Background: an optimization exercise with open tools, aiming at small area, a short achievable clock period and few clock cycles per item. Do not read the settings as production practice. In this exercise RTL edits were held to simulation tests only and were not proved equivalent to the original. Power figures rest on the tool's default switching activity, not on a simulated workload.

[design/flow/design.v]
package mem_stage_pkg;
	typedef logic [31:0] word_t;
	typedef logic [4:0] reg_addr_t;
	typedef logic [2:0] width_t;
	localparam width_t W_BYTE   = 3'b000;
	localparam width_t W_HALF   = 3'b001;
	localparam width_t W_WORD   = 3'b010;
	localparam width_t W_BYTE_U = 3'b100;
	localparam width_t W_HALF_U = 3'b101;
	localparam int RAM_WORDS = 256;
	localparam int RAM_IDX_W = $clog2(RAM_WORDS);
	typedef struct packed {
		logic [3:0] b0;     
		logic       b1_1;   
		logic       b1_3;   
		logic       wd;     
		logic [3:0] sg;     
		logic       x1;     
		logic       x2;     
		logic       alu;    
	} ld_sel_t;
endpackage
`timescale 1ns/1ps
module ex_ma_reg (
	input  logic                      clk,
	input  logic                      rst,
	input  logic                      rdy,
	input  logic                      ex_we,
	input  mem_stage_pkg::reg_addr_t  ex_waddr,
	input  mem_stage_pkg::word_t      ex_wdata,
	input  logic                      ex_mem_we,
	input  logic                      ex_mem_re,
	input  mem_stage_pkg::width_t     ex_mem_width,
	input  mem_stage_pkg::word_t      ex_mem_addr,
	input  mem_stage_pkg::word_t      ex_mem_wdata,
	output logic                      ma_wb,
	output mem_stage_pkg::reg_addr_t  ma_waddr,
	output mem_stage_pkg::word_t      ma_wdata,
	output logic [15:0]               ma_hi,
	output logic [15:0]               ma_lo,
	output logic [3:0]                ma_be,
	output mem_stage_pkg::word_t      ma_dp,
	output mem_stage_pkg::ld_sel_t    ma_sel,
	output logic [mem_stage_pkg::RAM_WORDS-1:0] ma_ns_rd
);
	logic [15:0]            hi;
	logic [15:0]            lo;
	logic [3:0]             be;
	mem_stage_pkg::word_t   sdata;
	mem_stage_pkg::word_t   dp;
	mem_stage_pkg::ld_sel_t sel;
	logic [1:0]             off;
	logic                   is_b;
	logic                   is_h;
	logic                   is_w;
	logic                   sgn;
	for (genvar k = 0; k < 16; k++) begin : g_dec
		assign hi[k] = (ex_mem_addr[9:6] == 4'(k));
		assign lo[k] = (ex_mem_addr[5:2] == 4'(k));
	end
	assign off  = ex_mem_addr[1:0];
	assign is_b = (ex_mem_width[1:0] == 2'b00);
	assign is_h = (ex_mem_width[1:0] == 2'b01);
	assign is_w = !is_b && !is_h;
	assign sgn  = !ex_mem_width[2];
	always_comb begin
		be = 4'b0000;
		if (ex_mem_we) begin
			if (is_b)      be = 4'b0001 << off;
			else if (is_h) be = off[1] ? 4'b1100 : 4'b0011;
			else           be = 4'b1111;
		end
	end
	always_comb begin
		if (is_b)      sdata = {4{ex_mem_wdata[7:0]}};
		else if (is_h) sdata = {2{ex_mem_wdata[15:0]}};
		else           sdata = ex_mem_wdata;
	end
	for (genvar i = 0; i < 32; i++) begin : g_dp
		assign dp[i] = sdata[i] | ~be[i / 8];
	end
	always_comb begin
		sel = '0;
		if (ex_mem_re) begin
			for (int k = 0; k < 4; k++) begin
				sel.b0[k] = (is_b && off == 2'(k)) || (is_h && k == 2 * off[1]) || (is_w && k == 0);
				sel.sg[k] = (is_b && sgn && off == 2'(k)) || (is_h && sgn && k == 2 * off[1] + 1);
			end
			sel.b1_1 = (is_h && !off[1]) || is_w;
			sel.b1_3 = is_h && off[1];
			sel.wd   = is_w;
			sel.x1   = is_b && sgn;
			sel.x2   = (is_b || is_h) && sgn;
		end else begin
			sel.alu = 1'b1;
		end
	end
	always_ff @(posedge clk) begin
		if (rst) begin
			ma_wb <= 1'b0;
			ma_be <= 4'b0000;
		end else if (rdy) begin
			ma_wb <= ex_we && (ex_waddr != 5'd0);
			ma_be <= be;
		end
	end
	logic [15:0] hi_nxt;
	logic [15:0] lo_nxt;
	assign hi_nxt = rdy ? hi : ma_hi;
	assign lo_nxt = rdy ? lo : ma_lo;
	for (genvar w = 0; w < mem_stage_pkg::RAM_WORDS; w++) begin : g_ns_rd
		always_ff @(posedge clk) begin
			ma_ns_rd[w] <= ~(hi_nxt[w / 16] & lo_nxt[w % 16]);
		end
	end
	always_ff @(posedge clk) begin
		if (rdy) begin
			ma_waddr <= ex_waddr;
			ma_wdata <= ex_wdata;
			ma_hi    <= hi;
			ma_lo    <= lo;
			ma_dp    <= dp;
			ma_sel   <= sel;
		end
	end
endmodule
`timescale 1ns/1ps
module mem_access (
	input  mem_stage_pkg::ld_sel_t    sel,
	input  mem_stage_pkg::word_t      ma_wdata,
	input  mem_stage_pkg::word_t      rdata_n,
	output mem_stage_pkg::word_t      wb_wdata_next
);
	mem_stage_pkg::word_t rd;
	logic                 sign;
	assign rd = ~rdata_n;
	assign sign = |(sel.sg & {rd[31], rd[23], rd[15], rd[7]});
	for (genvar i = 0; i < 8; i++) begin : g_b0
		assign wb_wdata_next[i] = (sel.b0[0] & rd[i]) | (sel.b0[1] & rd[8+i])
			| (sel.b0[2] & rd[16+i]) | (sel.b0[3] & rd[24+i]) | (sel.alu & ma_wdata[i]);
	end
	for (genvar i = 8; i < 16; i++) begin : g_b1
		assign wb_wdata_next[i] = (sel.b1_1 & rd[i]) | (sel.b1_3 & rd[16+i])
			| (sel.x1 & sign) | (sel.alu & ma_wdata[i]);
	end
	for (genvar i = 16; i < 32; i++) begin : g_hw
		assign wb_wdata_next[i] = (sel.wd & rd[i]) | (sel.x2 & sign) | (sel.alu & ma_wdata[i]);
	end
endmodule
`timescale 1ns/1ps
module ram_word (
	input  logic        clk,
	input  logic        hi,
	input  logic        lo,
	input  logic [31:0] dp,
	input  logic [3:0]  be,
	output logic [31:0] q
);
	logic       ns;
	logic [3:0] en;
	assign ns = ~(hi & lo);
	assign en = be & {4{~ns}};
	for (genvar i = 0; i < 32; i++) begin : g_bit
		always_ff @(posedge clk) begin
			q[i] <= (ns | dp[i]) & (q[i] | en[i / 8]);
		end
	end
endmodule
module rd_pair (
	input  logic [31:0] d0,
	input  logic [31:0] d1,
	input  logic        ns0,
	input  logic        ns1,
	output logic [31:0] y
);
	assign y = ~((d0 | {32{ns0}}) & (d1 | {32{ns1}}));
endmodule
module nor4_w (
	input  logic [31:0] a,
	input  logic [31:0] b,
	input  logic [31:0] c,
	input  logic [31:0] d,
	output logic [31:0] y
);
	assign y = ~(a | b | c | d);
endmodule
module nand2_w (
	input  logic [31:0] a,
	input  logic [31:0] b,
	output logic [31:0] y
);
	assign y = ~(a & b);
endmodule
module nor2_w (
	input  logic [31:0] a,
	input  logic [31:0] b,
	output logic [31:0] y
);
	assign y = ~(a | b);
endmodule
module data_ram (
	input  logic                  clk,
	input  logic [15:0]           hi,
	input  logic [15:0]           lo,
	input  logic [3:0]            be,
	input  mem_stage_pkg::word_t  dp,
	input  logic [mem_stage_pkg::RAM_WORDS-1:0] ns_rd,
	output mem_stage_pkg::word_t  rdata_n
);
	localparam int N = mem_stage_pkg::RAM_WORDS;
	mem_stage_pkg::word_t q  [N];
	mem_stage_pkg::word_t t1 [N/2];   
	mem_stage_pkg::word_t t2 [N/8];   
	mem_stage_pkg::word_t t3 [N/16];  
	mem_stage_pkg::word_t t4 [N/32];  
	mem_stage_pkg::word_t t5 [N/64];  
	mem_stage_pkg::word_t t6 [N/128]; 
	for (genvar w = 0; w < N; w++) begin : g_word
		ram_word u_word (
			.clk (clk),
			.hi  (hi[w / 16]),
			.lo  (lo[w % 16]),
			.dp  (dp),
			.be  (be),
			.q   (q[w])
		);
	end
	for (genvar p = 0; p < N / 2; p++) begin : g_pair
		rd_pair u_rd (
			.d0  (q[2*p]),
			.d1  (q[2*p+1]),
			.ns0 (ns_rd[2*p]),
			.ns1 (ns_rd[2*p+1]),
			.y   (t1[p])
		);
	end
	for (genvar g = 0; g < N / 8; g++) begin : g_t2
		nor4_w u_g (.a(t1[4*g]), .b(t1[4*g+1]), .c(t1[4*g+2]), .d(t1[4*g+3]), .y(t2[g]));
	end
	for (genvar g = 0; g < N / 16; g++) begin : g_t3
		nand2_w u_g (.a(t2[2*g]), .b(t2[2*g+1]), .y(t3[g]));
	end
	for (genvar g = 0; g < N / 32; g++) begin : g_t4
		nor2_w u_g (.a(t3[2*g]), .b(t3[2*g+1]), .y(t4[g]));
	end
	for (genvar g = 0; g < N / 64; g++) begin : g_t5
		nand2_w u_g (.a(t4[2*g]), .b(t4[2*g+1]), .y(t5[g]));
	end
	for (genvar g = 0; g < N / 128; g++) begin : g_t6
		nor2_w u_g (.a(t5[2*g]), .b(t5[2*g+1]), .y(t6[g]));
	end
	nand2_w u_t7 (.a(t6[0]), .b(t6[1]), .y(rdata_n));
endmodule
`timescale 1ns/1ps
module ma_wb_reg (
	input  logic                      clk,
	input  logic                      rst,
	input  logic                      rdy,
	input  logic                      wb_we_next,
	input  mem_stage_pkg::reg_addr_t  wb_waddr_next,
	input  mem_stage_pkg::word_t      wb_wdata_next,
	output logic                      wb_we,
	output mem_stage_pkg::reg_addr_t  wb_waddr,
	output mem_stage_pkg::word_t      wb_wdata
);
	always_ff @(posedge clk) begin
		if (rst) begin
			wb_we <= 1'b0;
		end else if (rdy) begin
			wb_we <= wb_we_next;
		end
	end
	always_ff @(posedge clk) begin
		if (rdy) begin
			wb_waddr <= wb_waddr_next;
			wb_wdata <= wb_wdata_next;
		end
	end
endmodule
`timescale 1ns/1ps
module mem_stage_top (
	input  logic                      clk,
	input  logic                      rst,
	input  logic                      rdy,
	input  logic                      ex_we,
	input  mem_stage_pkg::reg_addr_t  ex_waddr,
	input  mem_stage_pkg::word_t      ex_wdata,
	input  logic                      ex_mem_we,
	input  logic                      ex_mem_re,
	input  mem_stage_pkg::width_t     ex_mem_width,
	input  mem_stage_pkg::word_t      ex_mem_addr,
	input  mem_stage_pkg::word_t      ex_mem_wdata,
	output logic                      stall,
	output logic                      wb_we,
	output mem_stage_pkg::reg_addr_t  wb_waddr,
	output mem_stage_pkg::word_t      wb_wdata
);
	logic                      ma_wb;
	mem_stage_pkg::reg_addr_t  ma_waddr;
	mem_stage_pkg::word_t      ma_wdata;
	logic [15:0]               ma_hi;
	logic [15:0]               ma_lo;
	logic [3:0]                ma_be;
	mem_stage_pkg::word_t      ma_dp;
	mem_stage_pkg::ld_sel_t    ma_sel;
	logic [mem_stage_pkg::RAM_WORDS-1:0] ma_ns_rd;
	mem_stage_pkg::word_t      rdata_n;
	mem_stage_pkg::word_t      wb_wdata_next;
	assign stall = 1'b0;
	ex_ma_reg u_ex_ma_reg (
		.clk          (clk),
		.rst          (rst),
		.rdy          (rdy),
		.ex_we        (ex_we),
		.ex_waddr     (ex_waddr),
		.ex_wdata     (ex_wdata),
		.ex_mem_we    (ex_mem_we),
		.ex_mem_re    (ex_mem_re),
		.ex_mem_width (ex_mem_width),
		.ex_mem_addr  (ex_mem_addr),
		.ex_mem_wdata (ex_mem_wdata),
		.ma_wb        (ma_wb),
		.ma_waddr     (ma_waddr),
		.ma_wdata     (ma_wdata),
		.ma_hi        (ma_hi),
		.ma_lo        (ma_lo),
		.ma_be        (ma_be),
		.ma_dp        (ma_dp),
		.ma_sel       (ma_sel),
		.ma_ns_rd     (ma_ns_rd)
	);
	data_ram u_data_ram (
		.clk     (clk),
		.hi      (ma_hi),
		.lo      (ma_lo),
		.be      (ma_be),
		.dp      (ma_dp),
		.ns_rd   (ma_ns_rd),
		.rdata_n (rdata_n)
	);
	mem_access u_mem_access (
		.sel           (ma_sel),
		.ma_wdata      (ma_wdata),
		.rdata_n       (rdata_n),
		.wb_wdata_next (wb_wdata_next)
	);
	ma_wb_reg u_ma_wb_reg (
		.clk           (clk),
		.rst           (rst),
		.rdy           (rdy),
		.wb_we_next    (ma_wb),
		.wb_waddr_next (ma_waddr),
		.wb_wdata_next (wb_wdata_next),
		.wb_we         (wb_we),
		.wb_waddr      (wb_waddr),
		.wb_wdata      (wb_wdata)
	);
endmodule
[design/flow/flow/run.sh]
#!/bin/bash
# Layout flow: the standard flow (standard.sh) run step by step, with
#  - ABC mapping against a light assumed load on each output of a mapped
#    module, so cells that drive one pin are not upsized blindly;
#  - plain buffers on the ports (buffer_ports otherwise picks a delay cell
#    that the timing repair does not resize);
set -euo pipefail
SYN=(ABC_LOAD_IN_FF=0.5 "BUFFER_PORTS_ARGS=-buffer_cell sky130_fd_sc_hd__buf_4")
OPT=(SETUP_SLACK_MARGIN=6.4 TNS_END_PERCENT=20)
bash standard.sh "${SYN[@]}" synth > log_synth.txt 2>&1
bash standard.sh "${SYN[@]}" floorplan place > log_place.txt 2>&1
bash standard.sh "${SYN[@]}" "${OPT[@]}" cts > log_cts.txt 2>&1
bash standard.sh "${SYN[@]}" "${OPT[@]}" grt > log_grt.txt 2>&1
bash standard.sh "${SYN[@]}" "${OPT[@]}" finish > log_finish.txt 2>&1
test -s out/final.def
[design/flow/standard.sh]
#!/bin/bash
# synth_recipe.tcl (not shown) runs the flow's synth.tcl, then flattens the netlist and writes it again
# the make line also repeats each setting of config.mk as NAME=value (left out here)
make -C /OpenROAD-flow-scripts/flow DESIGN_CONFIG=/design/flow/config.mk WORK_HOME=/design/flow/orfs CLKGATE_MAP_FILE= SYNTH_SCRIPT=/design/flow/synth_recipe.tcl "${@:-finish}"
[design/flow/config.mk]
export PLATFORM = sky130hd
export DESIGN_NAME = mem_stage_top
export DESIGN_NICKNAME = mem_stage_top
export VERILOG_FILES = /design/flow/design.v
export SDC_FILE = /design/flow/constraint.sdc
export NUM_CORES = 8
export LEC_CHECK = 0
export CAP_MARGIN = 30
export CORE_MARGIN = 2
export CORE_UTILIZATION = 55
export CTS_CLUSTER_DIAMETER = 100
export CTS_CLUSTER_SIZE = 24
export SLEW_MARGIN = 40
export SYNTH_HIERARCHICAL = 1
[design/flow/constraint.sdc]
create_clock -name core_clock -period 10.0 [get_ports {clk}]
set_input_delay 2.0000 -clock core_clock [delete_from_list [all_inputs] [get_ports {clk}]]
set_output_delay 2.0000 -clock core_clock [all_outputs]
set_load 0.01 [all_outputs]
==> results_dict.tcl <==
set metrics [dict create \
    outcome "no timing/DRC/antenna violations" \
    m1WireLength_um 489000 \
    synth_ff_type "dfxtp_1" \
    tightestPinTransition_ns 1.04 \
    grt_pass1_wl_um 1620000 \
    hold_viol 0 \
    core_um2 573000 \
    detail-route-antenna-nets 0 \
    placementRows 278 \
    setup_violations 0 \
    finalSetupTns_ns 0 \
    drive_gt1_frac 0.0719 \
    gp_congestion 0.917 \
    die_w_um 763 \
    clkLatencyLatePin_ns 1.10 \
    start_util 0.552 \
    synth-warning-count 17 \
    hold_class "reg -> reg" \
    dpl_cell_area_um2 308000 \
    grt_max_degree 129 \
    synth_cells 27384 \
    yosys.area.top_type "dfxtp_1" \
    totalWireLength_um 1140000 \
    cp_common_cell "nand2_1" \
    portBuffers 125 \
    setup.worst_path.end_class "flop" \
    nets 25928 \
    drtIter0Drc 29471 \
    ir_worst_vdd_mv 0.192 \
    final_max_slew_viol_count 0 \
    dr.pass1.iters 7 \
    viasPerCell 7.35 \
    ios 149 \
    fin_crit_ns 3.90 \
    crit_chain "buf_4, o22ai_1, nor4_2, nand2_1, nor2_1, nand2_2, nor2_4, nand2_1, inv_1, a222oi_1, o221ai_1" \
    clock_skew_ns 0.0660 \
    grt_pass1_vias 226332 \
    netlist_area_um2 317000 \
    synth_top_area_frac 0.536 \
    clkTransAtPathRegs_ns 0.10 \
    crit_type "reg -> reg" \
    final_common_cell "dfxtp_1" \
    fin_area_um2 321000 \
    synth_edf_count 120 \
    dr_wl_met3_um 121000 \
    num_vias 246203 \
    postCtsSetupRepairBufs 0 \
    synth_cell_types 48 \
    synth-async-reset-ratio 0 \
    p_leak_uw 0.127 \
    post-dp-hpwl_um 711000 \
    max-clock-path-buffers 4 \
    top_regs "u_data_ram.g_word.u_word.q x8192, u_ex_ma_reg.ma_ns_rd x256" \
    htreeDepth 5 \
    fillers 49501 \
    gr-total-overflow 0 \
    top_layer_used "met5" \
    grt_usage 0.371 \
    power.density_nw_per_um2 184 \
    cp_slowest_cell "nor4_2" \
    cts_tree "built" \
    root_buffer "clkbuf_16" \
    cts_made_buffers 397 \
    fp.dieArea_um2 582000 \
    ys_ff_latch 8606 \
    post_drt_wl_per_cell_um 34.1 \
    final_cell_mix "dfxtp_1, o22a_1, o22ai_1, and3_1, nand2_1" \
    timing.fmax_ghz 0.257 \
    fin_crit_sh 0.390 \
    critPathMaxFanout 32 \
    seq_area_frac_synth 0.548 \
    largest-register "u_data_ram.g_word.u_word.q" \
    netlist_top_cells_area "dfxtp_1, o22a_1, o22ai_1, buf_6, buf_4" \
    synthToLayoutAreaGrowth_pct 1.49 \
    drc 0 \
    max_cap_violations 0 \
    syn_area_per_cell_um2 11.6 \
    wl_met2_um 478000 \
    synth_nets 27494 \
    clock_sinks 8606 \
    max_stage_delay_ns 0.66 \
    rsz0062_at_grt "true" \
    cp_data_arrival_time_ns 4.79 \
    largest_register_ffs 8192 \
    slew_headroom 0.300 \
    antenna_found_initial 107 \
    critPathLaunchType "flop" \
    worst_ep_required_time_ns 10.89 \
    hold_buffers 0 \
    die-height_um 763 \
]
[Yosys stat by module, one instance, submodules excluded, excerpt]
module,copies in the design,flops+latches,area [um2],cells inside
nand2_w,21,0,120,32
nor2_w,10,0,120,32
ex_ma_reg,1,376,11500,908
nor4_w,32,0,200,32
mem_access,1,0,647,98
mem_stage_top,1,0,11.3,2
ram_word,256,32,1020,76
rd_pair,128,0,251,38
ma_wb_reg,1,38,1140,40
[worst max-delay path, delay by kind of cell (launching register included)]
| family | cells | cell delay, ns |
|---|---|---|
| AND/OR/NAND/NOR | 6 | 2.13 |
| buffers and inverters | 2 | 0.70 |
| AO/OA/AOI/OAI | 3 | 0.52 |
| flip-flops | 1 | 0.32 |
[path summary, 6_finish.rpt]
kind,cells after the start,slack [ns],to,start
worst max-delay path,11,6.10,u_ma_wb_reg.wb_wdata[2],u_ex_ma_reg.ma_ns_rd[196]
worst min-delay path,0,0.43,u_ma_wb_reg.wb_waddr[1],u_ex_ma_reg.ma_waddr[1]
worst max register to register,11,6.10,u_ma_wb_reg.wb_wdata[2],u_ex_ma_reg.ma_ns_rd[196]
worst min register to register,0,0.43,u_ma_wb_reg.wb_waddr[1],u_ex_ma_reg.ma_waddr[1]
[report_power, final]
part           total [uW]  switching [uW]  leakage (uW)  internal (uW)
Sequential          36200             677        0.0697          35500
Combinational        4680            3480        0.0522           1210
Clock               18300           11000       0.00511           7350
Total               59200           15100         0.127          44100
[metrics by stage]
step | power (uW) | worst slack (ns) | util | instances | hold slack, ns
after floorplan | 38800 | 5.27 | - | 27384 | 0.400
after global placement | 41100 | 4.95 | 0.535 | 32927 | 0.401
after detailed placement | 41300 | 5.08 | 0.537 | 32954 | 0.405
after CTS | 59000 | 6.26 | 0.558 | 33403 | 0.428
after global routing | 60700 | 6.29 | 0.560 | 33436 | 0.433
final | 59200 | 6.10 | 0.561 | 33495 | 0.428
[final cells by class]
cell class	count	area, um2	share of cell area
Sequential cell	8606	174000	0.540
Multi-Input combinational cell	16089	121000	0.377
Clock buffer	441	10300	0.0322
Tap cell	7560	9460	0.0294
Timing Repair Buffer	684	6460	0.0201
Antenna cell	67	168	0.000522
Inverter	40	161	0.000502
Clock inverter	8	96.3	0.000300
[synthesized netlist by cell type, types with 2 or more instances]
| cell | number |
|---|---|
| o21ai_0 | 2 |
| buf_4 | 905 |
| nand2b_1 | 5 |
| a222oi_1 | 16 |
| nand3b_1 | 8 |
| o22a_1 | 8192 |
| buf_1 | 3 |
| o32ai_1 | 2 |
| a21oi_1 | 6 |
| nor2b_1 | 35 |
| mux2i_4 | 2 |
| and3_1 | 1025 |
| buf_6 | 1468 |
| a41o_1 | 12 |
| o22ai_1 | 4096 |
| nor4_1 | 1024 |
| mux2_2 | 8 |
| nor2_1 | 331 |
| nand2_1 | 964 |
| nand2_2 | 256 |
| buf_2 | 261 |
| nor3_1 | 3 |
| nand3_1 | 16 |
| a221o_1 | 16 |
| nand4_1 | 2 |
| o21a_1 | 3 |
| clkbuf_1 | 11 |
| inv_1 | 40 |
| o221ai_1 | 8 |
| and2b_4 | 6 |
| dfxtp_1 | 8486 |
| mux2i_1 | 17 |
| nor3b_1 | 3 |
| edfxtp_1 | 120 |
| a31o_2 | 18 |
| a21o_1 | 2 |
[timing repair]
| item | CTS | global route |
|---|---|---|
| pin swaps | 1 | 5 |
| setup endpoints to repair | 94 | 102 |
| resized for setup | 291 | 161 |
[routing by layer]
| layer | vias up | GRT usage |
|---|---|---|
| met3 | 1978 | 0.0858 |
| met2 | 12009 | 0.539 |
| met4 | 30 | 0.151 |
| met1 | 126462 | 0.530 |
| li1 | 105724 | - |
| met5 | - | 0 |
[cells by family (layout without fill, tap and decap cells)]
logic type | after synthesis | after routing | share of synthesized area
buffers and inverters | 2689 | 1173 | 0.0785
other | 1 | 68 | 0.0000118
multiplexers | 27 | 27 | 0.000964
AO/OA/AOI/OAI | 12377 | 12377 | 0.310
AND/OR/NAND/NOR | 3684 | 3684 | 0.0626
flip-flops | 8606 | 8606 | 0.548
Testbench counts, summed over its fixed seeds: cycles 16,016, items 16,000.

[afterwards: timing with drivers on the ports]
The results above use ideal ports. As a check the final layout listed here was re-extracted and re-timed, cells and wires unchanged.
Step 1, drivers: a clkbuf_16 drives clk and a buf_2 each remaining input, both assumed.
Step 2 moves the port delays by t, midway between the first and last clock arrival at a register: inputs arrive t later, outputs are due t later. That takes back most of the time a late clock gives input paths.
a / b / c = ideal / step 1 / step 2; a / b = the first two.
t (ns): 1.196
setup slack, ns: 6.104 / 6.104 / 5.174
hold WS [ns]: 0.428 / 0.428 / 0.428
worst setup path after step 2: input to register
After both steps this run still meets setup and hold. The setup slack of this run moves by 0.000 ns with the drivers and by -0.930 ns with both steps.
